This is an optimization exercise on Yosys and OpenROAD, whose aim is small area, not a production implementation.
RTL that was checked went through simulation tests only; none was proved equivalent to the original.
Function not checked in run 2: the RTL went through the layout flow alone.
Power and IR drop assume default switching activity.

File: flow/config.mk
export PLATFORM = sky130hd
export DESIGN_NAME = snake_top
export DESIGN_NICKNAME = snake_top
export VERILOG_FILES = /design/flow/design.v
export SDC_FILE = /design/flow/constraint.sdc
export NUM_CORES = 4
export LEC_CHECK = 0
export ABC_AREA = 1
export CAP_MARGIN = 20
export CORE_MARGIN = 2
export CORE_UTILIZATION = 60
export CTS_BUF_LIST = sky130_fd_sc_hd__clkbuf_16
export CTS_CLUSTER_DIAMETER = 100
export CTS_CLUSTER_SIZE = 30
export SLEW_MARGIN = 20
File: flow/constraint.sdc
create_clock -name core_clock -period 20.0 [get_ports {clk}]
set_input_delay 4.0000 -clock core_clock [delete_from_list [all_inputs] [get_ports {clk}]]
set_output_delay 4.0000 -clock core_clock [all_outputs]
set_load 0.01 [all_outputs]
File: flow/design.v
package snake_pkg;
	localparam logic [7:0] apple_seed = 8'hEA;
endpackage
module snake_top (
	input logic clk,
	input logic reset,
	input logic arrow_up,
	input logic arrow_down,
	input logic arrow_left,
	input logic arrow_right,
	output logic [7:0] led_segout,
	output logic [2:0] led_scanout,
	output logic [7:0] matrix_segout_r,
	output logic [7:0] matrix_segout_g,
	output logic [7:0] matrix_scanout
);
	logic [5:0] p;
	logic live;
	logic fresh;
	logic step;
	always_ff @(posedge clk or negedge reset) begin
		if (!reset) begin
			p <= 6'd63;
			live <= 1'b0;
			fresh <= 1'b1;
		end else begin
			p <= p + 6'd1;
			if (!p[0]) live <= 1'b1;
			if (p == 6'd6) fresh <= 1'b0;
		end
	end
	assign step = live && p == 6'd63;
	logic [1:0] want;
	logic [1:0] req;
	always_ff @(posedge clk or negedge reset) begin
		if (!reset) begin
			want <= 2'd1;
		end else begin
			if (!arrow_up) want <= 2'd0;
			else if (!arrow_down) want <= 2'd1;
			else if (arrow_left) want <= 2'd2;
			else if (arrow_right) want <= 2'd3;
		end
	end
	always_ff @(posedge clk) begin
		if (p == 6'd60) req <= want;
	end
	localparam logic [1:0] t_empty = 2'd0;
	localparam logic [1:0] t_straight = 2'd1;
	localparam logic [1:0] t_left = 2'd2;
	localparam logic [1:0] t_right = 2'd3;
	logic [1:0] dir;
	logic [5:0] head;
	logic [5:0] tail;
	logic [1:0] tail_head;
	logic [5:0] apple;
	logic [5:0] cand;
	logic [7:0] rnd;
	logic [2:0] tens;
	logic [3:0] units;
	logic over;
	logic [15:0] crow [8];
	logic clr_on;
	logic [1:0] left_turn;
	logic [1:0] tail_turn;
	logic [1:0] next_dir;
	logic [1:0] turn;
	logic [1:0] tail_exit;
	logic [5:0] new_head;
	logic [5:0] new_tail;
	logic hit;
	logic at_apple;
	logic advance;
	logic eat;
	logic [7:0] rnd_step;
	logic cand_busy;
	logic at_addr;
	logic [5:0] clr;
	logic [5:0] left_cell;
	logic [5:0] addr;
	logic [2:0] addr_pos;
	logic [15:0] addr_row;
	logic occ;
	function automatic logic [1:0] left_of(input logic [1:0] d);
		case (d)
			2'd0: left_of = 2'd2;
			2'd2: left_of = 2'd1;
			2'd1: left_of = 2'd3;
			default: left_of = 2'd0;
		endcase
	endfunction
	function automatic logic [5:0] move(input logic [5:0] c, input logic [1:0] d);
		move = c;
		case (d)
			2'd0: move[5:3] = c[5:3] - 3'd1;
			2'd1: move[5:3] = c[5:3] + 3'd1;
			2'd2: move[2:0] = c[2:0] - 3'd1;
			2'd3: move[2:0] = c[2:0] + 3'd1;
		endcase
	endfunction
	always_comb begin
		if (req[1] == dir[1] && req[0] != dir[0]) next_dir = dir;
		else next_dir = req;
		new_head = move(head, next_dir);
		if (next_dir == dir) turn = t_straight;
		else if (next_dir == left_of(dir)) turn = t_left;
		else turn = t_right;
		case (tail_turn)
			t_left: tail_exit = left_of(tail_head);
			t_right: tail_exit = left_of(left_of(left_of(tail_head)));
			default: tail_exit = tail_head;
		endcase
		if (tens == 3'd0 && units == 4'd0) tail_exit = next_dir;
		new_tail = move(tail, tail_exit);
		addr = step ? new_head : cand;
		addr_pos = addr[5:3] - p[2:0] - 3'd1;
		addr_row = crow[addr_pos];
		occ = addr_row[{addr[2:0], 1'b0} +: 2] != t_empty;
		hit = occ && new_head != tail;
		at_addr = addr == apple;
		at_apple = at_addr;
		left_cell = move(head, dir ^ 2'd1);
		clr = move(tail, tail_head ^ 2'd1);
		rnd_step = rnd ^ (rnd << 7);
		rnd_step = rnd_step ^ (rnd_step >> 5);
		rnd_step = rnd_step ^ (rnd_step << 3);
		cand_busy = (occ && !(clr_on && cand == clr)) || cand == head || at_addr;
	end
	assign advance = step && !over && !hit;
	assign eat = advance && at_apple;
	always_ff @(posedge clk or negedge reset) begin
		if (!reset) begin
			dir <= 2'd1;
			head <= 6'd0;
			tail <= 6'd0;
			tail_head <= 2'd1;
			apple <= 6'b011_100;
			cand <= snake_pkg::apple_seed[5:0];
			rnd <= snake_pkg::apple_seed;
			tens <= 3'd0;
			units <= 4'd0;
			over <= 1'b0;
			clr_on <= 1'b0;
			left_turn <= t_empty;
		end else begin
			if (step) begin
				cand <= eat ? rnd_step[5:0] : rnd[5:0];
			end else if (cand_busy && !fresh) begin
				cand <= cand + 6'd39;
			end
			if (step && !over && hit) over <= 1'b1;
			if (advance) begin
				dir <= next_dir;
				head <= new_head;
				left_turn <= turn;
				if (!at_apple) begin
					tail <= new_tail;
					tail_head <= tail_exit;
				end
				clr_on <= !at_apple;
				if (at_apple) begin
					rnd <= rnd_step;
					if (units == 4'd9) begin
						units <= 4'd0;
						tens <= tens + 3'd1;
					end else begin
						units <= units + 4'd1;
					end
					if (tens == 3'd6 && units == 4'd2) over <= 1'b1;
					else apple <= cand;
				end
			end
		end
	end
	logic clr_on_d;
	logic [5:0] clr_d;
	logic [5:0] left_d;
	logic [1:0] left_turn_d;
	logic [2:0] enter_row;
	logic [15:0] enter_new;
	logic [15:0] row_show;
	logic [7:0] show_occ;
	always_comb begin
		clr_on_d = advance ? !at_apple : clr_on;
		clr_d = advance ? tail : clr;
		left_d = advance ? head : left_cell;
		left_turn_d = advance ? turn : left_turn;
		enter_row = p[2:0] + 3'd1;
		enter_new = crow[0];
		if (left_d[5:3] == enter_row) enter_new[{left_d[2:0], 1'b0} +: 2] = left_turn_d;
		if (clr_on_d && clr_d[5:3] == enter_row) enter_new[{clr_d[2:0], 1'b0} +: 2] = t_empty;
	end
	always_ff @(posedge clk) begin
		for (int i = 0; i < 7; i++) crow[i] <= crow[i+1];
		crow[7] <= fresh ? 16'd0 : enter_new;
		if (tail[5:3] == p[2:0]) tail_turn <= crow[7][{tail[2:0], 1'b0} +: 2];
	end
	always_comb begin
		row_show = crow[7];
		for (int c = 0; c < 8; c++) show_occ[c] = row_show[2*c+1] | row_show[2*c];
	end
	logic [7:0] row_g;
	logic [7:0] row_r;
	logic [3:0] digit;
	logic [7:0] seg_code;
	logic [7:0] head_bit;
	logic [7:0] apple_bit;
	always_comb begin
		head_bit = 8'd0;
		if (live && head[5:3] == p[2:0]) head_bit = 8'b1000_0000 >> head[2:0];
		apple_bit = 8'd0;
		if (apple[5:3] == p[2:0]) apple_bit = 8'b1000_0000 >> apple[2:0];
		for (int c = 0; c < 8; c++) row_g[7 - c] = show_occ[c];
		row_g = row_g | head_bit;
		row_r = over ? row_g : (head_bit | apple_bit);
		digit = p[1] ? units : {1'b0, tens};
		case (digit)
			4'd0: seg_code = 8'b11111100;
			4'd1: seg_code = 8'b01100000;
			4'd2: seg_code = 8'b11011010;
			4'd3: seg_code = 8'b11110010;
			4'd4: seg_code = 8'b01100110;
			4'd5: seg_code = 8'b10110110;
			4'd6: seg_code = 8'b10111110;
			4'd7: seg_code = 8'b11100000;
			4'd8: seg_code = 8'b11111110;
			default: seg_code = 8'b11110110;
		endcase
		if (!(p[2:0] == 3'd2 || (p[2:0] == 3'd1 && tens != 3'd0))) seg_code = 8'd0;
	end
	assign matrix_scanout = live ? (8'd1 << p[2:0]) : 8'd0;
	assign matrix_segout_g = live ? row_g : 8'd0;
	assign matrix_segout_r = row_r;
	assign led_segout = seg_code;
	assign led_scanout = {1'b0, matrix_scanout[2], matrix_scanout[1]};
endmodule
File: flow/flow/run.sh
#!/bin/bash
# Layout flow: the standard synthesis, then the combinational logic is
# mapped again with stronger ABC area scripts (registers are left as they
# are: same instances, names and cell types), the smallest result is kept,
# and the standard flow runs on from floorplan to finish.
set -euo pipefail
W=$(pwd)
R=$W/orfs/results/${FLOW_PLATFORM:-sky130hd}/snake_top/base
LIB=$FLOW_HOME/platforms/sky130hd/lib/sky130_fd_sc_hd__tt_025C_1v80.lib
YOSYS=$(command -v yosys || true)
[ -n "$YOSYS" ] || YOSYS=$FLOW_HOME/../tools/install/yosys/bin/yosys

bash standard.sh synth > $W/std_synth.log 2>&1
cp $R/1_2_yosys.v $W/synth_std.v

DU=$(sed -n '/DONT_USE_CELLS/,/^$/p' $FLOW_HOME/platforms/sky130hd/config.mk | grep -o 'sky130_fd_sc_hd__[a-z0-9_]*' | sed 's/^/-dont_use /' | tr '\n' ' ')
remap() {
	local s=$1
	local n=$(basename $s .script)
	cat > $W/remap_$n.ys <<EOS
read_liberty -ignore_miss_func $LIB
setattr -mod -set keep_hierarchy 1 sky130_fd_sc_hd__*df* sky130_fd_sc_hd__*dl*
read_verilog $W/synth_std.v
hierarchy -top $FLOW_TOP
flatten
opt -purge
abc -liberty $LIB $DU -script $s
opt_clean -purge
splitnets
opt_clean -purge
hilomap -singleton -hicell sky130_fd_sc_hd__conb_1 HI -locell sky130_fd_sc_hd__conb_1 LO
insbuf -buf sky130_fd_sc_hd__buf_4 A X
opt_clean -purge
select $FLOW_TOP
tee -o $W/remap_$n.stat stat -liberty $LIB
write_verilog -noattr -nohex -nodec -selected $W/remap_$n.v
EOS
	$YOSYS -s $W/remap_$n.ys > $W/remap_$n.log 2>&1 || true
}
for s in $W/flow/abc_*.script; do
	remap $s &
done
wait

best=""
best_area=""
for s in $W/flow/abc_*.script; do
	n=$(basename $s .script)
	a=$(grep -o "Chip area for module '.$FLOW_TOP': [0-9.]*" $W/remap_$n.stat 2>/dev/null | awk '{print $NF}' || true)
	echo "$n $a" >> $W/remap_areas.txt
	if [ -n "$a" ] && { [ -z "$best_area" ] || awk "BEGIN{exit !($a < $best_area)}"; }; then
		best=$n
		best_area=$a
	fi
done

# the same registers, by instance name and cell type, or keep the standard netlist
regs() { grep -oE '^\s*sky130_fd_sc_hd__\S*(df|dl)\S*\s+\S+' "$1" | awk '{print $1, $2}' | sort; }
if [ -n "$best" ] && [ "$(regs $W/synth_std.v)" == "$(regs $W/remap_$best.v)" ]; then
	echo "using $best ($best_area)" >> $W/remap_areas.txt
	sleep 1
	cp $W/remap_$best.v $R/1_2_yosys.v
	touch $R/1_2_yosys.v
else
	echo "using the standard netlist" >> $W/remap_areas.txt
fi

bash standard.sh finish > $W/std_finish.log 2>&1
File: flow/flow/abc_a2.script
strash
&get -n
&fraig -x
&put
scorr
dc2
dretime
strash
&get -n
&dch -f
&nf -R 1000
&put
File: flow/flow/abc_b5.script
strash
&get -n
&deepsyn -T 60
&put
strash
&get -n
&dch -f
&nf -R 1000
&put
File: flow/flow/abc_c3.script
strash
&get -n
&deepsyn -T 60
&put
strash
dch
amap
File: flow/flow/abc_c4.script
strash
&get -n
&deepsyn -T 60 -S 2
&put
strash
&get -n
&dch -f
&nf -R 1000
&put
File: flow/standard.sh
#!/bin/bash
# synth_recipe.tcl (not shown) runs the flow's synth.tcl, then flattens the netlist and writes it again
# the make line also repeats each setting of config.mk as NAME=value (left out here)
make -C /OpenROAD-flow-scripts/flow DESIGN_CONFIG=/design/flow/config.mk WORK_HOME=/design/flow/orfs CLKGATE_MAP_FILE= SYNTH_SCRIPT=/design/flow/synth_recipe.tcl "${@:-finish}"
==> results of run 1 <==
[per-layer routing]
layer | vias up | track usage
li1 | 3132 | -
met1 | 3231 | 0.4215
met2 | 361 | 0.6133
met3 | 87 | 0.06904
met4 | 0 | 0.1429
met5 | - | 0
[registers in the layout, indices dropped and copies added (netlist names), 3 cells and up, named ones only]
signal / count
crow: 128
head: 6
apple: 6
rnd: 8
p: 6
tens: 3
units: 4
tail: 6
cand: 6
[cells in the final DEF (no fill, tap or decap), types with 3 or more instances in the layout]
master / n
o31ai_1: 6
nand2b_1: 3
dfrtp_1: 36
o221ai_1: 10
a21oi_1: 39
clkbuf_16: 17
a221oi_1: 4
a222oi_1: 4
o22ai_1: 72
xor2_1: 3
nor4_1: 7
or2_0: 11
or4_1: 3
or3_1: 5
o21ai_0: 44
dfstp_2: 21
o22a_1: 4
a311oi_1: 3
nor3_1: 39
o21a_1: 37
a211oi_1: 4
a31oi_1: 6
nand3_1: 4
and3_1: 3
clkinv_4: 4
a22oi_1: 6
o21bai_1: 4
clkinv_1: 101
dfxtp_1: 128
edfxtp_1: 4
o32a_1: 6
buf_4: 4
clkdlybuf4s50_1: 37
nor2_1: 155
nand2_1: 42
[layout make-up]
type / instances / area, sq um
Inverter: 100 / 375.4
Timing Repair Buffer: 42 / 405.4
Clock buffer: 17 / 425.4
Multi-Input combinational cell: 548 / 2997
Clock inverter: 15 / 168.9
Tap cell: 168 / 210.2
Fill cell: 919 / 3395
Sequential cell: 189 / 4135
[power breakdown]
part | switching (mW) | internal (mW) | leakage [nW]
clock network | 0.153 | 0.187 | 0.290
logic | 0.00273 | 0.00112 | 1.22
registers | 0.000177 | 0.380 | 1.78
total | 0.156 | 0.567 | 3.29
[worst max-delay path by stage]
stage                  end  cells past startpoint  from
6_report       crow[7][10]                     35  p[1]
5_1_grt        crow[7][10]                     35  p[1]
4_1_cts        crow[7][10]                     35  p[1]
3_5_place_dp   crow[7][10]                     35  p[1]
3_3_place_gp   crow[7][10]                     35  p[1]
2_1_floorplan   crow[7][2]                     33  p[1]
==> summary.txt, run 1 <==
* CP arrival at 10,520 ps
* Root Buffer: clkbuf_16
* Routed Antenna Nets at 0
* DP HPWL at 17,030 um
* Number of port buffers at 38
* Max Used Layer: met4
* PD cells at 82.93 mW/mm^2
* Total routed wirelength at 22,610 um
* TritonCTS clock tree: built
* Drt pass-1 iters at 8
* Clock Latency Late Sink at 440 ps
* LEAKAGE at 3.289 nW
* Final Hold Viols at 0
* M1 WL at 8669 um
* H-Tree Depth at 4
* Vias in the first global route at 6,463
* I/O pin cnt at 41
* Setup ws final at 9789 ps
* Core Footprint at 0.01211 sq mm
* Row count at 40
* Post-Place Cells at 1,047
* Initial Util at 0.6215
* Slew Viols, Final at 0
* Final setup viols at 0
* CP peak stage delay at 790 ps
* Via count at 6,811
* Final #Nets at 904
* Grt ovf at 0
* Slowest-stage cell, CP: xor2_1
* Setup Fix Bufs, Post-CTS at 0
* Chip width at 116.0 um
* Hold Crit Endpoint: crow[3][7]
* Crit path launch type: flop
* Crit. End Element: flop
* Critical path type: reg2reg
* Worst-margin pin slew at 986.4 ps
* Area growth syn-to-layout at 15.81%
* Reg2reg path depth at 35
* Required time worst endpoint at 20,310 ps
* First-pass GRT wire length at 35,220 um
* Clock skew at 11.03 ps
* Peak VDD IR at 0.00005950 V
* Clock Sink Count at 189
* N_diodes at 0
* Crit path top cell by count: nor2_1
* Synthesized area at 0.007527 sq mm
* WP buf/inv at 9
* Ys Warns at 2
* Hold Path Origin: crow[4][7]
* Routed wl met2 at 11,350 um
* RSZ-0062 raised after global routing: false
* Worst relative slew slack at 0.3402
* Worst Hold Class: reg2reg
* Final Hold Slack at 347.1 ps
* Final Cycle Share at 0.5105
* Reg2Reg Setup Slack at 9790 ps
* Gr usage total at 0.3493
* Residual DRC at 0
* Hold path depth at 0
* Hold buffers post-CTS at 0
* Worst-path clk slew at 70 ps
* Share of layout cells above drive strength 1 at 0.06147
* CTS buffer count at 17
* Routed wire per std cell at 20.96 um
* FF-to-FF End: crow[7][10]
* Cell Area, Placed at 0.008117 sq mm
* Metal3 WL at 1606 um
* Setup TNS at 0 ps
* Period minus WS final at 10,210 ps
* Crit-path leading delay family: simple AND/OR/NAND/NOR gates
* Initial drt markers at 834
* Pre-CTS WS at 10,360 ps
* Reg-to-reg startpoint: p[1]
* Via density at 6.312
* Total power at 722.9 uW
* Largest net degree at the start of global routing at 58
* CTS Buffer Depth at 2
* Post-Syn Instances at 840
* Finished Core Util at 0.7197
* CTS resizes at 0
* Placer Congestion at 1.064
* Initial antenna violation count at 0
* Fmax at 0.09793 GHz
* Avg Cell Area, Syn at 8.961 sq um
* Status: complete, no violations
* Design Area, Final at 0.008717 sq mm
* Post-Layout Cell Count at 1,079
* MaxCap Viol Count at 0
* Critical path peak fanout at 16
* Die Y at 116.0 um
* Die footprint at 0.01346 sq mm
==> run 2, diff against run 1 <==
--- a/flow/design.v
+++ b/flow/design.v
@@ -32,2 +32,6 @@
 	assign step = live && p == 6'd63;
+	localparam logic [1:0] d_up = 2'd0;
+	localparam logic [1:0] d_right = 2'd1;
+	localparam logic [1:0] d_down = 2'd2;
+	localparam logic [1:0] d_left = 2'd3;
 	logic [1:0] want;
@@ -36,8 +40,8 @@
 		if (!reset) begin
-			want <= 2'd1;
+			want <= d_down;
 		end else begin
-			if (!arrow_up) want <= 2'd0;
-			else if (!arrow_down) want <= 2'd1;
-			else if (arrow_left) want <= 2'd2;
-			else if (arrow_right) want <= 2'd3;
+			if (!arrow_up) want <= d_up;
+			else if (!arrow_down) want <= d_down;
+			else if (arrow_left) want <= d_left;
+			else if (arrow_right) want <= d_right;
 		end
@@ -48,5 +52,2 @@
 	localparam logic [1:0] t_empty = 2'd0;
-	localparam logic [1:0] t_straight = 2'd1;
-	localparam logic [1:0] t_left = 2'd2;
-	localparam logic [1:0] t_right = 2'd3;
 	logic [1:0] dir;
@@ -83,10 +84,2 @@
 	logic occ;
-	function automatic logic [1:0] left_of(input logic [1:0] d);
-		case (d)
-			2'd0: left_of = 2'd2;
-			2'd2: left_of = 2'd1;
-			2'd1: left_of = 2'd3;
-			default: left_of = 2'd0;
-		endcase
-	endfunction
 	function automatic logic [5:0] move(input logic [5:0] c, input logic [1:0] d);
@@ -94,6 +87,6 @@
 		case (d)
-			2'd0: move[5:3] = c[5:3] - 3'd1;
-			2'd1: move[5:3] = c[5:3] + 3'd1;
-			2'd2: move[2:0] = c[2:0] - 3'd1;
-			2'd3: move[2:0] = c[2:0] + 3'd1;
+			d_up: move[5:3] = c[5:3] - 3'd1;
+			d_down: move[5:3] = c[5:3] + 3'd1;
+			d_left: move[2:0] = c[2:0] - 3'd1;
+			d_right: move[2:0] = c[2:0] + 3'd1;
 		endcase
@@ -101,13 +94,7 @@
 	always_comb begin
-		if (req[1] == dir[1] && req[0] != dir[0]) next_dir = dir;
+		if (req == dir + 2'd2) next_dir = dir;
 		else next_dir = req;
 		new_head = move(head, next_dir);
-		if (next_dir == dir) turn = t_straight;
-		else if (next_dir == left_of(dir)) turn = t_left;
-		else turn = t_right;
-		case (tail_turn)
-			t_left: tail_exit = left_of(tail_head);
-			t_right: tail_exit = left_of(left_of(left_of(tail_head)));
-			default: tail_exit = tail_head;
-		endcase
+		turn = (next_dir - dir) ^ 2'd2;
+		tail_exit = tail_head + (tail_turn ^ 2'd2);
 		if (tens == 3'd0 && units == 4'd0) tail_exit = next_dir;
@@ -121,4 +108,4 @@
 		at_apple = at_addr;
-		left_cell = move(head, dir ^ 2'd1);
-		clr = move(tail, tail_head ^ 2'd1);
+		left_cell = move(head, dir ^ 2'd2);
+		clr = move(tail, tail_head ^ 2'd2);
 		rnd_step = rnd ^ (rnd << 7);
@@ -132,6 +119,5 @@
 		if (!reset) begin
-			dir <= 2'd1;
+			dir <= d_down;
 			head <= 6'd0;
 			tail <= 6'd0;
-			tail_head <= 2'd1;
 			apple <= 6'b011_100;
@@ -153,8 +139,5 @@
 				dir <= next_dir;
+				if (!at_apple) tail <= new_tail;
 				head <= new_head;
 				left_turn <= turn;
-				if (!at_apple) begin
-					tail <= new_tail;
-					tail_head <= tail_exit;
-				end
 				clr_on <= !at_apple;
@@ -173,2 +156,5 @@
 		end
+	end
+	always_ff @(posedge clk) begin
+		if (advance && !at_apple) tail_head <= tail_exit;
 	end
--- a/flow/flow/run.sh
+++ b/flow/flow/run.sh
@@ -67,2 +67,3 @@
 
-bash standard.sh finish > $W/std_finish.log 2>&1
+# port buffers: the smallest buffer, which drives the 0.01 pF loads easily
+BUFFER_PORTS_ARGS="-buffer_cell sky130_fd_sc_hd__buf_1" bash standard.sh finish > $W/std_finish.log 2>&1
==> summary.txt, run 2 <==
* Commonest non-fill, non-tap cells in the layout: dfxtp_1, o21ai_0, nor2_1
* Internal power at 551.7 uW
* Synthesized area at 0.007462 sq mm
* Residual DRC at 0
* Die Y at 115.5 um
* TritonCTS clock tree: built
* Clock skew at 9.651 ps
* CTS buffer count at 17
* Initial Util at 0.6187
* Grt ovf at 0
* DP HPWL at 15,250 um
* Sw Ratio at 0.2232
* Final Hold Viols at 0
* Worst Hold Class: reg2reg
* WP buf/inv at 1
* Worst-path clk slew at 70 ps
* Chip width at 115.5 um
* H-Tree Depth at 4
* Critical path peak fanout at 24
* Share of layout cells above drive strength 1 at 0.06563
* PD cells at 84.66 mW/mm^2
* Routed wire per std cell at 20.75 um
* Core Footprint at 0.01206 sq mm
* Largest regs: crow: 128 flops, rnd: 8 flops
* MaxCap Viol Count at 0
* Period minus WS final at 7024 ps
* Gr usage total at 0.3287
* Clock Sink Count at 189
* Clock Latency Late Sink at 440 ps
* Crit. End Element: flop
* LEAKAGE at 3.324 nW
* Avg Cell Area, Syn at 9.704 sq um
* Ys Warns at 2
* Via density at 6.107
* RSZ-0062 raised after global routing: false
* Worst relative slew slack at 0.2920
* Commonest non-fill, non-tap cell in the layout: dfxtp_1
* Die footprint at 0.01334 sq mm
* Post-Layout Cell Count at 1,006
* Most flop-heavy register: crow
* I/O pin cnt at 41
* CP peak stage delay at 630 ps
* Clock power frac at 0.460
* Vias in the first global route at 5,912
* Gate power share at 0.005
* Hold buffers post-CTS at 0
* Final setup viols at 0
* Final Cycle Share at 0.3512
* Drt pass-1 iters at 7
* Post-Place Cells at 974
* CTS resizes at 0
* Area growth syn-to-layout at 12.42%
* First-pass GRT wire length at 32,310 um
* Largest net degree at the start of global routing at 56
* Max reg flops at 128
* Via count at 6,144
* Worst-margin pin slew at 1051 ps
* Initial drt markers at 503
* Setup TNS at 0 ps
* Fmax at 0.1424 GHz
* Status: complete, no violations
* CTS Buffer Depth at 2
* Setup Fix Bufs, Post-CTS at 0
* Routed Antenna Nets at 0
* Final #Nets at 831
* Root Buffer: clkbuf_16
* Placer Congestion at 1.027
* Peak VDD IR at 0.00006253 V
* Required time worst endpoint at 20,350 ps
* Slew Viols, Final at 0
* Post-Syn Instances at 769
* Crit-path leading delay family: simple AND/OR/NAND/NOR gates
* Switching Power at 158.5 uW
* Critical path type: reg2reg
* Reg power frac at 0.535
* CP arrival at 7380 ps
* Number of port buffers at 38
* Slowest-stage cell, CP: edfxtp_1
* Initial antenna violation count at 1
* N_diodes at 0
* Total power at 710.3 uW
* Crit path launch type: flop
* Row count at 40
* Total routed wirelength at 20,880 um
==> run 2: metal layers <==
| metal | global-route usage | up-vias | routed length (um) |
|---|---|---|---|
| met3 | 0.08473 | 59 | 1628 |
| met1 | 0.3951 | 2914 | 8131 |
| met4 | 0.1534 | 2 | 776 |
| li1 | - | 2837 | - |
| met2 | 0.5540 | 332 | 10330 |
| met5 | 0 | - | 11 |
==> run 2: final cells by class <==
type / instances / area, sq um
clock buffers: 18 / 450.4
repair buffers: 40 / 158.9
inverters: 24 / 90.09
multi-input cells: 553 / 3207
clock inverters: 14 / 128.9
fillers: 943 / 3672
flip-flops and latches: 189 / 4144
well taps: 168 / 210.2
==> run 2: final timing paths <==
kind	startpoint	slack [ps]	to	cells after the start
hold / removal	crow[5][6]	340	crow[4][6]	0
hold reg to reg	crow[5][6]	340	crow[4][6]	0
setup / recovery	req[0]	12980	crow[7][2]	26
min in group asynchronous	reset	3700	over	2
setup reg to reg	req[0]	12980	crow[7][2]	26
max in group asynchronous	reset	15790	dir[0]	2
==> run 2: metrics by stage <==
| stage | worst slack, ps | utilization | hold slack, ps | area (sq um) |
|---|---|---|---|---|
| after global routing | 12270 | 0.6955 | 338.9 | 8389 |
| after CTS | 13060 | 0.6955 | 344.4 | 8389 |
| final | 12980 | 0.6955 | 344.7 | 8389 |
| after floorplan | 13760 | - | 325.9 | 7466 |
| after global placement | 13440 | 0.6475 | 326.9 | 7810 |
| after detailed placement | 13190 | 0.6475 | 331.3 | 7810 |
==> run 2: power groups by stage <==
stage	Clock [mW]	Sequential [mW]	Combinational, mW
floorplan	0	0.388	0.000799
global placement	0	0.388	0.00345
detailed placement	0	0.388	0.00349
CTS	0.328	0.380	0.00353
global route	0.343	0.380	0.00394
finish	0.327	0.380	0.00335
==> run 3, diff against run 2 <==
--- a/flow/design.v
+++ b/flow/design.v
@@ -145,3 +145,3 @@
 					rnd <= rnd_step;
-					if (units == 4'd9) begin
+					if (units[3] && units[0]) begin
 						units <= 4'd0;
@@ -151,3 +151,3 @@
 					end
-					if (tens == 3'd6 && units == 4'd2) over <= 1'b1;
+					if (tens[2] && tens[1] && !units[2] && units[1] && !units[0]) over <= 1'b1;
 					else apple <= cand;
@@ -212,3 +212,4 @@
 			4'd8: seg_code = 8'b11111110;
-			default: seg_code = 8'b11110110;
+			4'd9: seg_code = 8'b11110110;
+			default: seg_code = 8'bxxxxxxx0;
 		endcase
--- a/flow/config.mk
+++ b/flow/config.mk
@@ -12,4 +12,4 @@
 export CTS_BUF_LIST = sky130_fd_sc_hd__clkbuf_16
-export CTS_CLUSTER_DIAMETER = 100
-export CTS_CLUSTER_SIZE = 30
+export CTS_CLUSTER_DIAMETER = 60
+export CTS_CLUSTER_SIZE = 35
 export SLEW_MARGIN = 20
==> summary.txt, run 3 <==
* Die Y at 115.8 um
* Final Hold Slack at 344.0 ps
* Commonest non-fill, non-tap cell in the layout: dfxtp_1
* Hold buffers post-CTS at 0
* CP arrival at 7820 ps
* Share of layout cells above drive strength 1 at 0.07100
* Area growth syn-to-layout at 12.48%
* Critical path type: reg2reg
* Pre-CTS WS at 12,760 ps
* Worst-margin pin slew at 1140 ps
* CTS buffer count at 17
* Commonest non-fill, non-tap cells in the layout: dfxtp_1, o21ai_0, nand2_1
* Placer Congestion at 0.9435
* Vias in the first global route at 5,804
* Routed wire per std cell at 19.40 um
* Reg power frac at 0.540
* CTS Buffer Depth at 2
* Setup Fix Bufs, Post-CTS at 0
* Avg Cell Area, Syn at 9.879 sq um
* Chip width at 115.8 um
* Via density at 6.041
* DP HPWL at 13,910 um
* Gate power share at 0.005
* Total power at 703.8 uW
* Finished Core Util at 0.6964
* Slew Viols, Final at 0
* CTS resizes at 0
* Critical path peak fanout at 20
* Initial drt markers at 586
* TritonCTS clock tree: built
* Status: complete, no violations
* Gr usage total at 0.3117
* Clock Sink Count at 189
* Max reg flops at 128
* Final #Nets at 825
* Crit path launch type: flop
* Die footprint at 0.01341 sq mm
* Largest regs: crow: 128 flops, rnd: 8 flops
* PD cells at 83.44 mW/mm^2
* Initial Util at 0.6191
* Core Footprint at 0.01211 sq mm
* I/O pin cnt at 41
* Required time worst endpoint at 20,330 ps
* Setup ws final at 12,510 ps
* RSZ-0062 raised after global routing: false
* Worst relative slew slack at 0.2183
* Final Hold Viols at 0
* First-pass GRT wire length at 31,280 um
* Sw Ratio at 0.2264
* Worst-path clk slew at 70 ps
* Clock skew at 8.023 ps
* Peak VDD IR at 0.00006508 V
* Ys Warns at 2
* Drt pass-1 iters at 5
* Residual DRC at 0
* Root Buffer: clkbuf_16
* Row count at 40
* Largest net degree at the start of global routing at 56
* Via count at 6,035
* Post-Syn Instances at 759
* Total routed wirelength at 19,380 um
* Routed Antenna Nets at 0
* Period minus WS final at 7491 ps
* LEAKAGE at 3.335 nW
* Final setup viols at 0
* MaxCap Viol Count at 0
* Clock power frac at 0.455
* Initial antenna violation count at 0
* Fmax at 0.1335 GHz
* Final Cycle Share at 0.3745
* Clock Latency Late Sink at 430 ps
* Setup TNS at 0 ps
* Internal power at 544.5 uW
* N_diodes at 0
* H-Tree Depth at 4
* Worst Hold Class: reg2reg
* Number of port buffers at 38
* Most flop-heavy register: crow
* Synthesized area at 0.007498 sq mm
* Crit. End Element: flop
* Grt ovf at 0
* Switching Power at 159.3 uW
-- run 3: power by group through the flow --
stage	logic, mW	registers [mW]	clock network (mW)
floorplan	0.000799	0.388	0
CTS	0.00339	0.380	0.322
detailed placement	0.00339	0.388	0
global placement	0.00327	0.388	0
finish	0.00322	0.380	0.320
global route	0.00389	0.380	0.341
-- run 3: final timing paths --
kind                                     to  cells past startpoint  slack, ps       start
worst max-delay path            crow[7][13]                     27      12510      req[0]
worst min-delay path             crow[2][9]                      0        340  crow[3][9]
worst max register to register  crow[7][13]                     27      12510      req[0]
worst min register to register   crow[2][9]                      0        340  crow[3][9]
max in group asynchronous           tail[5]                      2      15830       reset
min in group asynchronous           want[0]                      2       3690       reset
-- run 3: metrics by stage --
step | area (sq um) | std cells
final | 8434 | 999
after global routing | 8434 | 999
after CTS | 8434 | 999
after detailed placement | 7876 | 968
after global placement | 7876 | 968
after floorplan | 7502 | 760
-- run 3: layer usage --
metal | GRT usage | routed length (um)
met3 | 0.07584 | 1603
met2 | 0.4530 | 8348
met1 | 0.4569 | 8893
met4 | 0.1079 | 530
met5 | 0 | 0
-- run 3: final cells by class --
cell class                 count  area [sq um]
timing repair buffer          44         188.9
clock buffer                  17         425.4
multi-input combinational    551          3273
fill                         982          3677
inverter                      16         60.06
sequential                   189          4144
clock inverter                14         132.6
tap                          168         210.2
-- run 3: critical path, cell delays in order (launching register included) --
cell and delay, ps:
edfxtp_1 620, xor2_1 250, mux2_1 470, xor2_1 180, nor2_1 120, xor2_1 310
mux2i_1 250, xnor2_1 350, o21a_1 170, a21oi_1 80, mux2_1 480, nor2_1 650
o21ai_0 270, nand4_1 150, nor2_1 60, o32a_1 360, o21ai_0 170, a21oi_1 70
a21oi_1 390, a211oi_2 140, buf_4 240, nor2b_1 340, nand3b_1 140, xnor2_1 160
nand2b_1 220, nor3_1 410, mux2i_1 250, nor2_1 60
==> run 4, diff against run 3 <==
--- a/flow/config.mk
+++ b/flow/config.mk
@@ -11,5 +11,5 @@
 export CORE_UTILIZATION = 60
-export CTS_BUF_LIST = sky130_fd_sc_hd__clkbuf_16
+export CTS_BUF_LIST = sky130_fd_sc_hd__clkbuf_8 sky130_fd_sc_hd__clkbuf_16
 export CTS_CLUSTER_DIAMETER = 60
-export CTS_CLUSTER_SIZE = 35
+export CTS_CLUSTER_SIZE = 30
 export SLEW_MARGIN = 20
==> summary.txt, run 4 <==
* Clock skew at 8.023 ps
* Final Hold Viols at 0
* Post-Syn Instances at 759
* Largest regs: crow: 128 flops, rnd: 8 flops
* LEAKAGE at 3.335 nW
* I/O pin cnt at 41
* Hold buffers post-CTS at 0
* Commonest non-fill, non-tap cells in the layout: dfxtp_1, o21ai_0, nand2_1
* Root Buffer: clkbuf_16
* Slew Viols, Final at 0
* Crit-path leading delay family: simple AND/OR/NAND/NOR gates
* Crit. End Element: flop
* Via density at 6.041
* Ys Warns at 2
* Clock Latency Late Sink at 430 ps
* Peak VDD IR at 0.00006508 V
* Worst-margin pin slew at 1140 ps
* Via count at 6,035
* Worst Hold Class: reg2reg
* H-Tree Depth at 4
* Crit path launch type: flop
* Fmax at 0.1335 GHz
* Clock Sink Count at 189
* Final Cycle Share at 0.3745
* N_diodes at 0
* Worst-path clk slew at 70 ps
* Post-Layout Cell Count at 999
* MaxCap Viol Count at 0
* Design Area, Final at 0.008434 sq mm
* Core Footprint at 0.01211 sq mm
* Total routed wirelength at 19,380 um
* Routed wire per std cell at 19.40 um
* CP peak stage delay at 650 ps
* Critical path peak fanout at 20
* Initial antenna violation count at 0
* Initial Util at 0.6191
* Drt pass-1 iters at 5
* Share of layout cells above drive strength 1 at 0.07100
* Setup TNS at 0 ps
* Avg Cell Area, Syn at 9.879 sq um
* Worst relative slew slack at 0.2183
* Critical path type: reg2reg
* RSZ-0062 raised after global routing: false
* Layer with the highest usage: met1
* Row count at 40
* Met3 usage at 0.07584
* TritonCTS clock tree: built
* DP HPWL at 13,910 um
* Routed Antenna Nets at 0
* CP arrival at 7820 ps
* Setup Fix Bufs, Post-CTS at 0
* Slowest-stage cell, CP: nor2_1
* Grt ovf at 0
* Crit path top cell by count: nor2_1
* PD cells at 83.44 mW/mm^2
* CTS buffer count at 17
* Reg2Reg Setup Slack at 12,510 ps
* Cell Area, Placed at 0.007876 sq mm
* Final setup viols at 0
* GR Layer Usage met1 at 0.4569
* First-pass GRT wire length at 31,280 um
* Commonest non-fill, non-tap cell in the layout: dfxtp_1
* Placer Congestion at 0.9435
* Period minus WS final at 7491 ps
* Residual DRC at 0
* Required time worst endpoint at 20,330 ps
* CTS Buffer Depth at 2
* M2 GR Usage at 0.4530
* Final #Nets at 825
* Initial drt markers at 586
* Chip width at 115.8 um
* Max reg flops at 128
* Largest net degree at the start of global routing at 56
* Die footprint at 0.01341 sq mm
* CTS resizes at 0
* Synthesized area at 0.007498 sq mm
* Gr usage total at 0.3117
* Post-Place Cells at 968
* Status: complete, no violations
* WP buf/inv at 1
* Area growth syn-to-layout at 12.48%
* Most flop-heavy register: crow
* Number of port buffers at 38
* Vias in the first global route at 5,804
* Die Y at 115.8 um
## run 4: cell counts in the layout (fill, tap and decap cells not counted)
Identical to the previous run, type by type.
## run 4: final cells by class
class / instances / area, sq um
Sequential cell: 189 / 4144
Fill cell: 982 / 3677
Multi-Input combinational cell: 551 / 3273
Clock buffer: 17 / 425.4
Tap cell: 168 / 210.2
Timing Repair Buffer: 44 / 188.9
Clock inverter: 14 / 132.6
Inverter: 16 / 60.06
## run 4: where the power goes
part / switching (mW) / internal, mW
clock: 0.157 / 0.164
sequential: 0.000119 / 0.380
combinational: 0.00260 / 0.000619
## run 4: path summary, 6_finish.rpt
check                            from           to  depth (start not counted)
max                            req[0]  crow[7][13]                         27
min                        crow[3][9]   crow[2][9]                          0
max reg2reg                    req[0]  crow[7][13]                         27
min reg2reg                crow[3][9]   crow[2][9]                          0
max in group asynchronous       reset      tail[5]                          2
min in group asynchronous       reset      want[0]                          2
## run 4: per-layer routing
metal	part of all wire	vias to the layer above
li1	-	2786
met1	0.46	2927
met5	0	-
met4	0.027	0
met2	0.43	274
met3	0.083	48
## run 4: through the flow
step,setup slack [ps],power [mW],hold slack [ps],util
floorplan,13110,0.3891,325.9,-
global placement,13060,0.3916,328.7,0.6503
detailed placement,12760,0.3918,330.0,0.6503
CTS,12540,0.7059,344.0,0.6964
global route,11900,0.7246,347.6,0.6964
finish,12510,0.7038,344.0,0.6964
==> run 5, diff against run 4 <==
--- a/flow/flow/run.sh
+++ b/flow/flow/run.sh
@@ -4,3 +4,4 @@
 # are: same instances, names and cell types), the smallest result is kept,
-# and the standard flow runs on from floorplan to finish.
+# and the standard flow runs on from floorplan to finish, with the
+# smallest buffer for the port buffers.
 set -euo pipefail
@@ -68,2 +69,7 @@
 # port buffers: the smallest buffer, which drives the 0.01 pF loads easily
-BUFFER_PORTS_ARGS="-buffer_cell sky130_fd_sc_hd__buf_1" bash standard.sh finish > $W/std_finish.log 2>&1
+export BUFFER_PORTS_ARGS="-buffer_cell sky130_fd_sc_hd__buf_1"
+# clock tree options, if the version gives them
+if [ -f $W/flow/cts_args.txt ]; then
+	export CTS_ARGS="$(cat $W/flow/cts_args.txt)"
+fi
+bash standard.sh finish > $W/std_finish.log 2>&1
==> flow/flow/abc_b5.script (replaced) <==
strash
&get -n
&deepsyn -T 90
&put
strash
&get -n
&dch -f
&nf -R 1000
&put
==> flow/flow/abc_c3.script (replaced) <==
strash
&get -n
&deepsyn -T 90
&put
strash
dch
amap
==> flow/flow/abc_c4.script (replaced) <==
strash
&get -n
&deepsyn -T 90 -S 2
&put
strash
&get -n
&dch -f
&nf -R 1000
&put
==> flow/flow/abc_d1.script (new file) <==
strash
&get -n
&deepsyn -T 90 -S 7
&put
strash
dch
amap
--- a/flow/config.mk
+++ b/flow/config.mk
@@ -11,5 +11,3 @@
 export CORE_UTILIZATION = 60
-export CTS_BUF_LIST = sky130_fd_sc_hd__clkbuf_8 sky130_fd_sc_hd__clkbuf_16
-export CTS_CLUSTER_DIAMETER = 60
-export CTS_CLUSTER_SIZE = 30
+export CTS_BUF_LIST = sky130_fd_sc_hd__clkbuf_8
 export SLEW_MARGIN = 20
removed: flow/flow/abc_a2.script
==> summary.txt, run 5 <==
* Status: complete, no violations
* Hold buffers post-CTS at 0
* Initial antenna violation count at 0
* Via density at 5.939
* Setup Fix Bufs, Post-CTS at 0
* CP arrival at 7840 ps
* Clock power frac at 0.380
* Clock Sink Count at 189
* Residual DRC at 0
* Hold Path Origin: crow[6][11]
* Crit path launch type: flop
* Ys Warns at 2
* RSZ-0062 raised after global routing: false
* Post-Place Cells at 968
* Avg Cell Area, Syn at 9.879 sq um
* Final Hold Viols at 0
* Internal power at 471.3 uW
* Worst-margin pin slew at 1154 ps
* PD cells at 75.02 mW/mm^2
* H-Tree Depth at 4
* Fillers at 1,014
* CTS buffer count at 17
* Routed wire per std cell at 19.11 um
* FF-to-FF End: crow[7][13]
* Die Y at 115.8 um
* Via count at 5,933
* Worst relative slew slack at 0.2089
* Reg-to-reg startpoint: req[0]
* Routed Antenna Nets at 0
* Worst setup startpoint: req[0]
* Vias in the first global route at 5,715
* Reg2Reg Setup Slack at 12,530 ps
* Root Buffer: clkbuf_8
* Total routed wirelength at 19,090 um
* Period minus WS final at 7472 ps
* Final setup viols at 0
* Largest regs: crow: 128 flops, rnd: 8 flops
* Gr usage total at 0.3047
* Die footprint at 0.01341 sq mm
* Clock Latency Late Sink at 460 ps
* Sw Ratio at 0.2379
* Reg2reg path depth at 27
* First-pass GRT wire length at 30,770 um
* Final #Nets at 825
* Drt pass-1 iters at 5
* Critical path type: reg2reg
* Initial Util at 0.6191
* Hold path depth at 0
* Worst Hold Class: reg2reg
* Switching Power at 147.1 uW
* Commonest non-fill, non-tap cells in the layout: dfxtp_1, o21ai_0, nand2_1
* Gate power share at 0.005
* Grt ovf at 0
* TritonCTS clock tree: built
* CTS resizes at 0
* Area of the multi-input gates at 0.003273 sq mm
* Area growth syn-to-layout at 9.928%
* Core Footprint at 0.01211 sq mm
* Most flop-heavy register: crow
* Hold Crit Endpoint: crow[5][11]
* Number of port buffers at 38
* Row count at 40
* DP HPWL at 13,910 um
* Fmax at 0.1338 GHz
* Chip width at 115.8 um
* FF/Latch Area at 0.004144 sq mm
* Finished Core Util at 0.6806
* Commonest non-fill, non-tap cell in the layout: dfxtp_1
* CTS Buffer Depth at 2
* I/O pin cnt at 41
* Required time worst endpoint at 20,370 ps
* Reg power frac at 0.615
* Clock skew at 17.05 ps
* Synthesized area at 0.007498 sq mm
* MaxCap Viol Count at 0
* Max reg flops at 128
* Share of layout cells above drive strength 1 at 0.07100
* Largest net degree at the start of global routing at 56
* Initial drt markers at 535
* Critical path peak fanout at 20
* Setup TNS at 0 ps
* Post-Layout Cell Count at 999
* Post-Syn Instances at 759
* Placer Congestion at 0.9435
* Worst-path clk slew at 100 ps
* LEAKAGE at 3.248 nW
* Slew Viols, Final at 0
* Crit. End Element: flop
* N_diodes at 0
* Peak VDD IR at 0.00009129 V
* Final Cycle Share at 0.3736
-- run 5: critical path: stages (launching register included) --
cell	delay (ps)
edfxtp_1	640
xor2_1	250
mux2_1	470
xor2_1	180
nor2_1	120
xor2_1	300
mux2i_1	250
xnor2_1	350
o21a_1	170
a21oi_1	70
mux2_1	480
nor2_1	670
o21ai_0	260
nand4_1	150
nor2_1	50
o32a_1	360
o21ai_0	160
a21oi_1	60
a21oi_1	390
a211oi_2	140
buf_4	240
nor2b_1	340
nand3b_1	140
xnor2_1	160
nand2b_1	230
nor3_1	420
mux2i_1	250
nor2_1	50
-- run 5: metal layers --
layer | vias up | GRT usage | share of wire
met4 | 0 | 0.07778 | 0.015
met5 | - | 0 | 0
met1 | 2853 | 0.4553 | 0.46
met2 | 274 | 0.4515 | 0.43
met3 | 24 | 0.06747 | 0.089
li1 | 2782 | - | -
-- run 5: how the worst max path moves through the flow --
stage                  endpoint  slack (ps)  cells after the start
detailed placement  crow[7][13]       12760                     27
finish              crow[7][13]       12530                     27
global route        crow[7][13]       11870                     27
global placement    crow[7][13]       13060                     27
CTS                 crow[7][13]       12620                     27
floorplan               cand[5]       13110                     22
-- run 5: stage by stage --
stage / area, sq um / setup WS (ps) / power, mW / hold WS (ps)
CTS: 8243 / 12620 / 0.6200 / 341.0
detailed placement: 7876 / 12760 / 0.3918 / 330.0
global placement: 7876 / 13060 / 0.3916 / 328.7
finish: 8243 / 12530 / 0.6184 / 346.2
global route: 8243 / 11870 / 0.6386 / 351.3
floorplan: 7502 / 13110 / 0.3891 / 325.9
-- run 5: power by group through the flow --
stage	clock network, mW	registers [mW]	logic, mW
floorplan	0	0.388	0.000799
global placement	0	0.388	0.00327
detailed placement	0	0.388	0.00339
CTS	0.236	0.380	0.00339
global route	0.254	0.380	0.00389
finish	0.235	0.380	0.00321
-- run 5: final cells by class --
cell class,instances,share of cell area
clock buffers,17,0.02838
multi-input cells,551,0.3971
flip-flops and latches,189,0.5027
repair buffers,44,0.02292
clock inverters,14,0.01609
inverters,16,0.007286
well taps,168,0.02550
==> run 6, diff against run 5 <==
--- a/flow/config.mk
+++ b/flow/config.mk
@@ -8,6 +8,6 @@
 export ABC_AREA = 1
-export CAP_MARGIN = 20
+export CAP_MARGIN = 10
 export CORE_MARGIN = 2
-export CORE_UTILIZATION = 60
+export CORE_UTILIZATION = 75
 export CTS_BUF_LIST = sky130_fd_sc_hd__clkbuf_8
-export SLEW_MARGIN = 20
+export SLEW_MARGIN = 10
==> summary.txt, run 6 <==
* Status: complete, no violations
* N_diodes at 0
* Avg Cell Area, Syn at 9.879 sq um
* H-Tree Depth at 4
* Gr usage total at 0.4130
* CTS Buffer Depth at 2
* Required time worst endpoint at 20,380 ps
* CP arrival at 8130 ps
* Reg-to-reg startpoint: req[0]
* Gate power share at 0.005
* TritonCTS clock tree: built
* Internal power at 518.2 uW
* Commonest non-fill, non-tap cells in the layout: dfxtp_1, o21ai_0, nand2_1
* Root Buffer: clkbuf_8
* Via density at 6.719
* Setup Fix Bufs, Post-CTS at 0
* Clock skew at 11.30 ps
* Drt pass-1 iters at 6
* Die footprint at 0.01081 sq mm
* Hold Path Origin: crow[2][2]
* Post-Syn Instances at 759
* Number of port buffers at 38
* Clock power frac at 0.423
* Period minus WS final at 7756 ps
* Worst-path clk slew at 100 ps
* Most flop-heavy register: crow
* Post-Layout Cell Count at 964
* Worst relative slew slack at 0.2482
* Synthesized area at 0.007498 sq mm
* Residual DRC at 0
* I/O pin cnt at 41
* Routed wire per std cell at 22.44 um
* Fillers at 546
* Grt ovf at 0
* DP HPWL at 14,910 um
* Share of layout cells above drive strength 1 at 0.07100
* Initial antenna violation count at 0
* Slew Viols, Final at 0
* Setup TNS at 0 ps
* Crit path launch type: flop
* CTS resizes at 0
* FF/Latch Area at 0.004144 sq mm
* Via count at 6,477
* Worst Hold Class: reg2reg
* Reg2reg path depth at 27
* First-pass GRT wire length at 34,250 um
* Crit. End Element: flop
* MaxCap Viol Count at 0
* Ys Warns at 2
* Total routed wirelength at 21,630 um
* FF-to-FF End: crow[7][13]
* PD cells at 80.33 mW/mm^2
* Worst-margin pin slew at 1116 ps
* Initial Util at 0.7707
* Critical path type: reg2reg
* Hold path depth at 0
* Switching Power at 146.5 uW
* Max reg flops at 128
* Core Footprint at 0.009729 sq mm
* Sw Ratio at 0.2203
* Largest net degree at the start of global routing at 56
* Initial drt markers at 744
* Final #Nets at 824
* Critical path peak fanout at 14
* Setup ws final at 12,240 ps
* Pre-CTS WS at 12,670 ps
* Placer Congestion at 0.9982
* Hold buffers post-CTS at 0
* Vias in the first global route at 6,319
* Clock Sink Count at 189
* Final setup viols at 0
* Area growth syn-to-layout at 10.35%
* Clock Latency Late Sink at 480 ps
* Largest regs: crow: 128 flops, rnd: 8 flops
* Row count at 36
* Area of the multi-input gates at 0.003273 sq mm
* Routed Antenna Nets at 0
* Design Area, Final at 0.008274 sq mm
* Fmax at 0.1289 GHz
* Chip width at 104.0 um
* LEAKAGE at 3.283 nW
* Hold Crit Endpoint: crow[1][2]
* RSZ-0062 raised after global routing: false
* Cell Area, Placed at 0.007825 sq mm
* Final Cycle Share at 0.3878
* Commonest non-fill, non-tap cell in the layout: dfxtp_1
* Post-Place Cells at 932
* Reg2Reg Setup Slack at 12,240 ps
* Die Y at 104.0 um
* Final Hold Viols at 0
* CTS buffer count at 17
* Peak VDD IR at 0.0001135 V
* Reg power frac at 0.572
## run 6: worst max path at each step
stage	startpoint	to	slack [ps]
3_3_place_gp	req[0]	crow[7][13]	12850
6_report	req[0]	crow[7][13]	12240
3_5_place_dp	req[0]	crow[7][13]	12670
2_1_floorplan	p[1]	cand[5]	13110
5_1_grt	req[0]	cand[3]	11860
4_1_cts	req[0]	crow[7][13]	12520
## run 6: worst max-delay path, stage by stage (launching register included)
cell	delay, ps
edfxtp_1	610
xor2_1	290
mux2_1	480
xor2_1	180
nor2_1	150
xor2_1	320
mux2i_1	260
xnor2_1	410
o21a_1	180
a21oi_1	80
mux2_1	500
nor2_1	620
o21ai_0	250
nand4_1	150
nor2_1	60
o32a_1	350
o21ai_0	200
a21oi_1	70
a21oi_1	360
a211oi_2	220
buf_4	250
nor2b_1	360
nand3b_1	140
xnor2_1	150
nand2b_1	220
nor3_1	450
mux2i_1	270
nor2_1	60
## run 6: cell type report
class,instances,share of cell area
Clock buffer,20,0.03327
Clock inverter,12,0.02102
Inverter,16,0.007258
Multi-Input combinational cell,551,0.3956
Sequential cell,189,0.5008
Tap cell,133,0.02011
Timing Repair Buffer,43,0.02193
## run 6: stage by stage
| stage | util | hold WS, ps | power [mW] |
|---|---|---|---|
| floorplan | - | 325.9 | 0.3891 |
| global placement | 0.8043 | 327.9 | 0.3915 |
| detailed placement | 0.8043 | 330.7 | 0.3917 |
| CTS | 0.8504 | 341.9 | 0.6620 |
| global route | 0.8504 | 349.3 | 0.6777 |
| finish | 0.8504 | 338.5 | 0.6646 |
## run 6: power groups by stage
stage	sequential [mW]	combinational (mW)	clock, mW
6_report	0.380	0.00319	0.281
5_1_grt	0.380	0.00379	0.294
4_1_cts	0.380	0.00335	0.279
3_5_place_dp	0.388	0.00333	0
3_3_place_gp	0.388	0.00320	0
2_1_floorplan	0.388	0.000799	0
## run 6: routing by layer
layer | share of wire | wire length, um | vias to the layer above | GRT usage
met1 | 0.38 | 8287 | 3091 | 0.5355
met2 | 0.46 | 9926 | 476 | 0.6466
met3 | 0.11 | 2400 | 128 | 0.1216
li1 | - | - | 2782 | -
met4 | 0.047 | 1015 | 0 | 0.1844
met5 | 0 | 0 | - | 0
==> run 7, diff against run 6 <==
--- a/flow/design.v
+++ b/flow/design.v
@@ -96,3 +96,4 @@
 		else next_dir = req;
-		new_head = move(head, next_dir);
+		new_head = move(head, (step && !over) ? next_dir : dir ^ 2'd2);
+		left_cell = new_head;
 		turn = (next_dir - dir) ^ 2'd2;
@@ -100,3 +101,4 @@
 		if (tens == 3'd0 && units == 4'd0) tail_exit = next_dir;
-		new_tail = move(tail, tail_exit);
+		new_tail = move(tail, advance ? tail_exit : tail_head ^ 2'd2);
+		clr = new_tail;
 		addr = step ? new_head : cand;
@@ -108,4 +110,2 @@
 		at_apple = at_addr;
-		left_cell = move(head, dir ^ 2'd2);
-		clr = move(tail, tail_head ^ 2'd2);
 		rnd_step = rnd ^ (rnd << 7);
--- a/flow/config.mk
+++ b/flow/config.mk
@@ -8,6 +8,6 @@
 export ABC_AREA = 1
-export CAP_MARGIN = 10
+export CAP_MARGIN = 20
 export CORE_MARGIN = 2
-export CORE_UTILIZATION = 75
+export CORE_UTILIZATION = 50
 export CTS_BUF_LIST = sky130_fd_sc_hd__clkbuf_8
-export SLEW_MARGIN = 10
+export SLEW_MARGIN = 20
==> summary.txt, run 7 <==
* Row count at 44
* Post-Syn Instances at 783
* H-Tree Depth at 4
* WP buf/inv at 1
* Reg power frac at 0.591
* Worst Hold Class: reg2reg
* Gr usage total at 0.2614
* Max reg flops at 128
* Final Hold Viols at 0
* Via count at 5,996
* Post-Place Cells at 1,009
* Cell Area, Placed at 0.007868 sq mm
* Routed Antenna Nets at 0
* Routed wire per std cell at 19.37 um
* PD cells at 77.53 mW/mm^2
* Clock Latency Late Sink at 490 ps
* Share of layout cells above drive strength 1 at 0.07118
* Core Footprint at 0.01459 sq mm
* Slowest-stage cell, CP: dfstp_2
* Sw Ratio at 0.2557
* Total power at 642.9 uW
* Grt ovf at 0
* Via density at 5.760
* Final Cycle Share at 0.5035
* Commonest non-fill, non-tap cells in the layout: dfxtp_1, o21ai_0, nand2_1
* CTS buffer count at 17
* Peak VDD IR at 0.00005637 V
* Initial drt markers at 523
* Switching Power at 164.4 uW
* Slew Viols, Final at 0
* Clock skew at 16.47 ps
* TritonCTS clock tree: built
* Final setup viols at 0
* Fmax at 0.09930 GHz
* CTS resizes at 0
* Internal power at 478.5 uW
* Chip width at 126.2 um
* Initial antenna violation count at 0
* Clock Sink Count at 189
* Fillers at 1,294
* Critical path type: reg2reg
* Finished Core Util at 0.5684
* Largest regs: crow: 128 flops, rnd: 8 flops
* RSZ-0062 raised after global routing: false
* Status: complete, no violations
* Crit-path leading delay family: compound AO/OA/AOI/OAI gates
* Crit path launch type: flop
* Clock power frac at 0.403
* Hold buffers post-CTS at 0
* Gate power share at 0.005
* First-pass GRT wire length at 31,870 um
* Crit. End Element: flop
* Largest net degree at the start of global routing at 56
* Post-Layout Cell Count at 1,041
* Area growth syn-to-layout at 11.04%
* Residual DRC at 0
* Final #Nets at 850
* Required time worst endpoint at 20,410 ps
* Worst relative slew slack at 0.2331
* DP HPWL at 14,680 um
* Period minus WS final at 10,070 ps
* Die footprint at 0.01593 sq mm
* Synthesized area at 0.007467 sq mm
* Design Area, Final at 0.008292 sq mm
* Commonest non-fill, non-tap cell in the layout: dfxtp_1
* MaxCap Viol Count at 0
* CP peak stage delay at 790 ps
* CP arrival at 10,480 ps
* N_diodes at 0
* Critical path peak fanout at 19
* Number of port buffers at 38
* I/O pin cnt at 41
* Initial Util at 0.5118
* Setup Fix Bufs, Post-CTS at 0
* Ys Warns at 2
* LEAKAGE at 3.339 nW
* Placer Congestion at 0.9533
* Root Buffer: clkbuf_8
* Total routed wirelength at 20,170 um
* Drt pass-1 iters at 5
* CTS Buffer Depth at 2
* Avg Cell Area, Syn at 9.537 sq um
* Worst-path clk slew at 110 ps
* Worst-margin pin slew at 1138 ps
* Most flop-heavy register: crow
* Vias in the first global route at 5,718
* Die Y at 126.2 um
* Setup TNS at 0 ps
-- run 7: changes by cell type in the layout (fill, tap and decap cells not counted), sizes merged, moves of 8 or more --
cell    delta
clkinv    +11
nor2      +14
nand2     +23
xnor2     -16
a21oi      -8
mux2i     +10
-- run 7: power groups by stage --
stage / clock network (mW) / registers [mW] / logic [mW]
4_1_cts: 0.263 / 0.380 / 0.00347
6_report: 0.259 / 0.380 / 0.00331
5_1_grt: 0.279 / 0.380 / 0.00392
2_1_floorplan: 0 / 0.388 / 0.000799
3_5_place_dp: 0 / 0.388 / 0.00345
3_3_place_gp: 0 / 0.388 / 0.00332
-- run 7: worst paths after layout --
check                           start          to  slack, ps  depth (start not counted)
min in group asynchronous       reset     tens[1]       3640                          2
max in group asynchronous       reset      clr_on      15870                          2
hold / removal             crow[6][4]  crow[5][4]        340                          0
setup reg to reg                 p[1]     cand[5]       9930                         37
hold reg to reg            crow[6][4]  crow[5][4]        340                          0
setup / recovery                 p[1]     cand[5]       9930                         37
-- run 7: per-layer routing --
metal | share of wire | vias up | global-route usage
met5 | 0 | - | 0
met4 | 0.025 | 0 | 0.08791
met3 | 0.070 | 37 | 0.05225
met2 | 0.43 | 207 | 0.3899
met1 | 0.47 | 2877 | 0.3819
li1 | - | 2875 | -
-- run 7: per-stage QoR --
stage / hold WS, ps / setup slack [ps]
floorplan: 325.9 / 12270
global placement: 328.0 / 10730
detailed placement: 330.0 / 10190
CTS: 348.7 / 10100
global route: 350.3 / 8958
finish: 343.3 / 9930
-- run 7: cell type report --
type	count	area (sq um)	area share
Clock buffer	17	234.0	0.02822
Clock inverter	15	185.2	0.02233
Inverter	25	93.84	0.01132
Multi-Input combinational cell	566	3208	0.3869
Sequential cell	189	4144	0.4998
Tap cell	184	230.2	0.02777
Timing Repair Buffer	45	196.4	0.02369
==> run 8, diff against run 7 <==
--- a/flow/config.mk
+++ b/flow/config.mk
@@ -10,3 +10,3 @@
 export CORE_MARGIN = 2
-export CORE_UTILIZATION = 50
+export CORE_UTILIZATION = 60
 export CTS_BUF_LIST = sky130_fd_sc_hd__clkbuf_8
==> summary.txt, run 8 <==
* Required time worst endpoint at 20,340 ps
* Placer Congestion at 0.9647
* Commonest non-fill, non-tap cells in the layout: dfxtp_1, o21ai_0, nand2_1
* Clock Sink Count at 189
* Setup TNS at 0 ps
* TritonCTS clock tree: built
* Final Hold Slack at 343.3 ps
* Reg2reg path depth at 39
* Worst-margin pin slew at 1075 ps
* Clock Latency Late Sink at 480 ps
* Hold Path Origin: crow[4][9]
* CTS buffer count at 17
* H-Tree Depth at 4
* Row count at 40
* Worst-path clk slew at 110 ps
* Avg Cell Area, Syn at 9.537 sq um
* Residual DRC at 0
* Area growth syn-to-layout at 10.57%
* Worst relative slew slack at 0.2757
* Via density at 6.011
* Hold path depth at 0
* RSZ-0062 raised after global routing: false
* Total power at 639.6 uW
* Sw Ratio at 0.2397
* CP arrival at 10,460 ps
* Final Cycle Share at 0.5061
* Routed Antenna Nets at 0
* Gr usage total at 0.3136
* Grt ovf at 0
* Setup Fix Bufs, Post-CTS at 0
* Initial drt markers at 589
* Final Hold Viols at 0
* Critical path type: reg2reg
* Synthesized area at 0.007467 sq mm
* Clock power frac at 0.401
* Via count at 6,161
* Slew Viols, Final at 0
* Routed wire per std cell at 19.36 um
* Number of port buffers at 38
* Initial antenna violation count at 0
* Commonest non-fill, non-tap cell in the layout: dfxtp_1
* Switching Power at 153.3 uW
* MaxCap Viol Count at 0
* Share of layout cells above drive strength 1 at 0.07001
* LEAKAGE at 3.341 nW
* Total routed wirelength at 19,840 um
* DP HPWL at 14,340 um
* Reg-to-reg startpoint: p[1]
* Reg2Reg Setup Slack at 9880 ps
* Most flop-heavy register: crow
* Die footprint at 0.01335 sq mm
* Die Y at 115.6 um
* Drt pass-1 iters at 6
* Core Footprint at 0.01206 sq mm
* CP peak stage delay at 790 ps
* Gate power share at 0.005
* Initial Util at 0.6191
* Reg power frac at 0.594
* Hold buffers post-CTS at 0
* First-pass GRT wire length at 31,080 um
* Peak VDD IR at 0.00009164 V
* I/O pin cnt at 41
* Post-Syn Instances at 783
* Internal power at 486.3 uW
* Ys Warns at 2
* Status: complete, no violations
* Period minus WS final at 10,120 ps
* Crit path top cell by count: nand2_1
* Critical path peak fanout at 32
* Final setup viols at 0
* Vias in the first global route at 5,828
* Setup ws final at 9879 ps
* Pre-CTS WS at 10,270 ps
* FF-to-FF End: cand[4]
* Chip width at 115.6 um
* Hold Crit Endpoint: crow[3][9]
* CTS resizes at 0
* CTS Buffer Depth at 2
* Cell Area, Placed at 0.007848 sq mm
* Fmax at 0.09880 GHz
* Worst Hold Class: reg2reg
* Final #Nets at 850
* Largest net degree at the start of global routing at 56
* Clock skew at 12.49 ps
* N_diodes at 0
* Slowest-stage cell, CP: dfstp_2
* Crit path launch type: flop
* Root Buffer: clkbuf_8
* Crit. End Element: flop
* Largest regs: crow: 128 flops, rnd: 8 flops
* Max reg flops at 128
* Design Area, Final at 0.008257 sq mm
* PD cells at 77.46 mW/mm^2
## run 8: cell count changes in the layout (fill, tap and decap cells not counted)
cell | previous run | this run
inv_8 | 4 | 6
bufinv_16 | 0 | 1
inv_12 | 2 | 0
clkinv_4 | 1 | 3
clkinv_8 | 4 | 2
clkinv_2 | 0 | 1
nor3_1 | 21 | 22
inv_4 | 0 | 1
nor3_2 | 1 | 0
inv_6 | 3 | 0
## run 8: metal layers
layer / wire length [um] / part of all wire / vias up / track usage
li1: - / - / 2872 / -
met1: 8964 / 0.45 / 2967 / 0.4453
met2: 8880 / 0.45 / 277 / 0.4737
met3: 1547 / 0.078 / 45 / 0.07584
met4: 450 / 0.023 / 0 / 0.1060
met5: 0 / 0 / - / 0
## run 8: final cells by class
class | count | area (sq um)
Clock buffer | 17 | 234.0
Clock inverter | 15 | 175.2
Sequential cell | 189 | 4144
Timing Repair Buffer | 45 | 196.4
Multi-Input combinational cell | 566 | 3203
Fill cell | 980 | 3805
Tap cell | 168 | 210.2
Inverter | 25 | 93.84
## run 8: critical path, delay by kind of cell (launching register included)
kind | cells | cell delay [ps]
xor gates and xnor gates | 2 | 530
buffers and inverters | 2 | 400
muxes | 1 | 600
and+or+nand+nor | 18 | 3920
DFF | 1 | 790
AOI/OAI and AO/OA | 16 | 3690
## run 8: worst max-delay path by stage
stage / slack, ps / cells after the start / to / start
floorplan: 12270 / 37 / cand[5] / p[1]
global placement: 10590 / 40 / cand[5] / p[1]
detailed placement: 10270 / 39 / cand[4] / p[1]
CTS: 10120 / 39 / cand[4] / p[1]
global route: 9090 / 40 / cand[5] / p[1]
finish: 9880 / 39 / cand[4] / p[1]
## run 8: power by group through the flow
stage                     registers, mW  logic, mW  clock network (mW)
after floorplan                   0.388   0.000799                   0
after global placement            0.388    0.00321                   0
after detailed placement          0.388    0.00334                   0
after CTS                         0.380    0.00337               0.257
after global routing              0.380    0.00382               0.272
final                             0.380    0.00323               0.256
## run 8: per-stage QoR
step           cells    util
2_1_floorplan    784       -
3_3_place_gp     993  0.6506
3_5_place_dp     993  0.6506
4_1_cts         1025  0.6845
5_1_grt         1025  0.6845
6_report        1025  0.6845

-- afterwards: timing with drivers on the ports --
How much do the figures lean on ideal ports? The routed layouts below were timed once more, with nothing changed but the port constraints.
Step 1 assumes that a clkbuf_16 drives the clock port and a buf_2 every other input.
Step 2 times the ports against the registers' clock, not the clock port: input delays grow and output delays shrink by t, the midpoint of the rising clock arrivals with the driver on.
Slacks: no drivers / after step 1 / after step 2; pairs: no drivers / after step 1.
run	t, ns	setup WS [ns]	hold WS [ns]	worst register clock-pin slew, ns
run 1	0.474	9.789 / 9.789 / 9.789	0.347 / 0.347 / 0.347	0.07 / 0.07
run 2	0.471	12.976 / 12.976 / 12.976	0.345 / 0.345 / 0.345	0.07 / 0.07
run 3	0.472	12.509 / 12.509 / 12.509	0.344 / 0.344 / 0.344	0.07 / 0.07
run 4	0.472	12.509 / 12.509 / 12.509	0.344 / 0.344 / 0.344	0.07 / 0.07
run 5	0.492	12.528 / 12.528 / 12.528	0.346 / 0.346 / 0.346	0.11 / 0.11
run 6	0.512	12.244 / 12.244 / 12.244	0.338 / 0.338 / 0.338	0.10 / 0.10
run 7	0.516	9.930 / 9.930 / 9.930	0.343 / 0.343 / 0.343	0.12 / 0.12
run 8	0.514	9.879 / 9.879 / 9.879	0.343 / 0.343 / 0.343	0.11 / 0.11
After both steps every run listed still meets setup and hold.
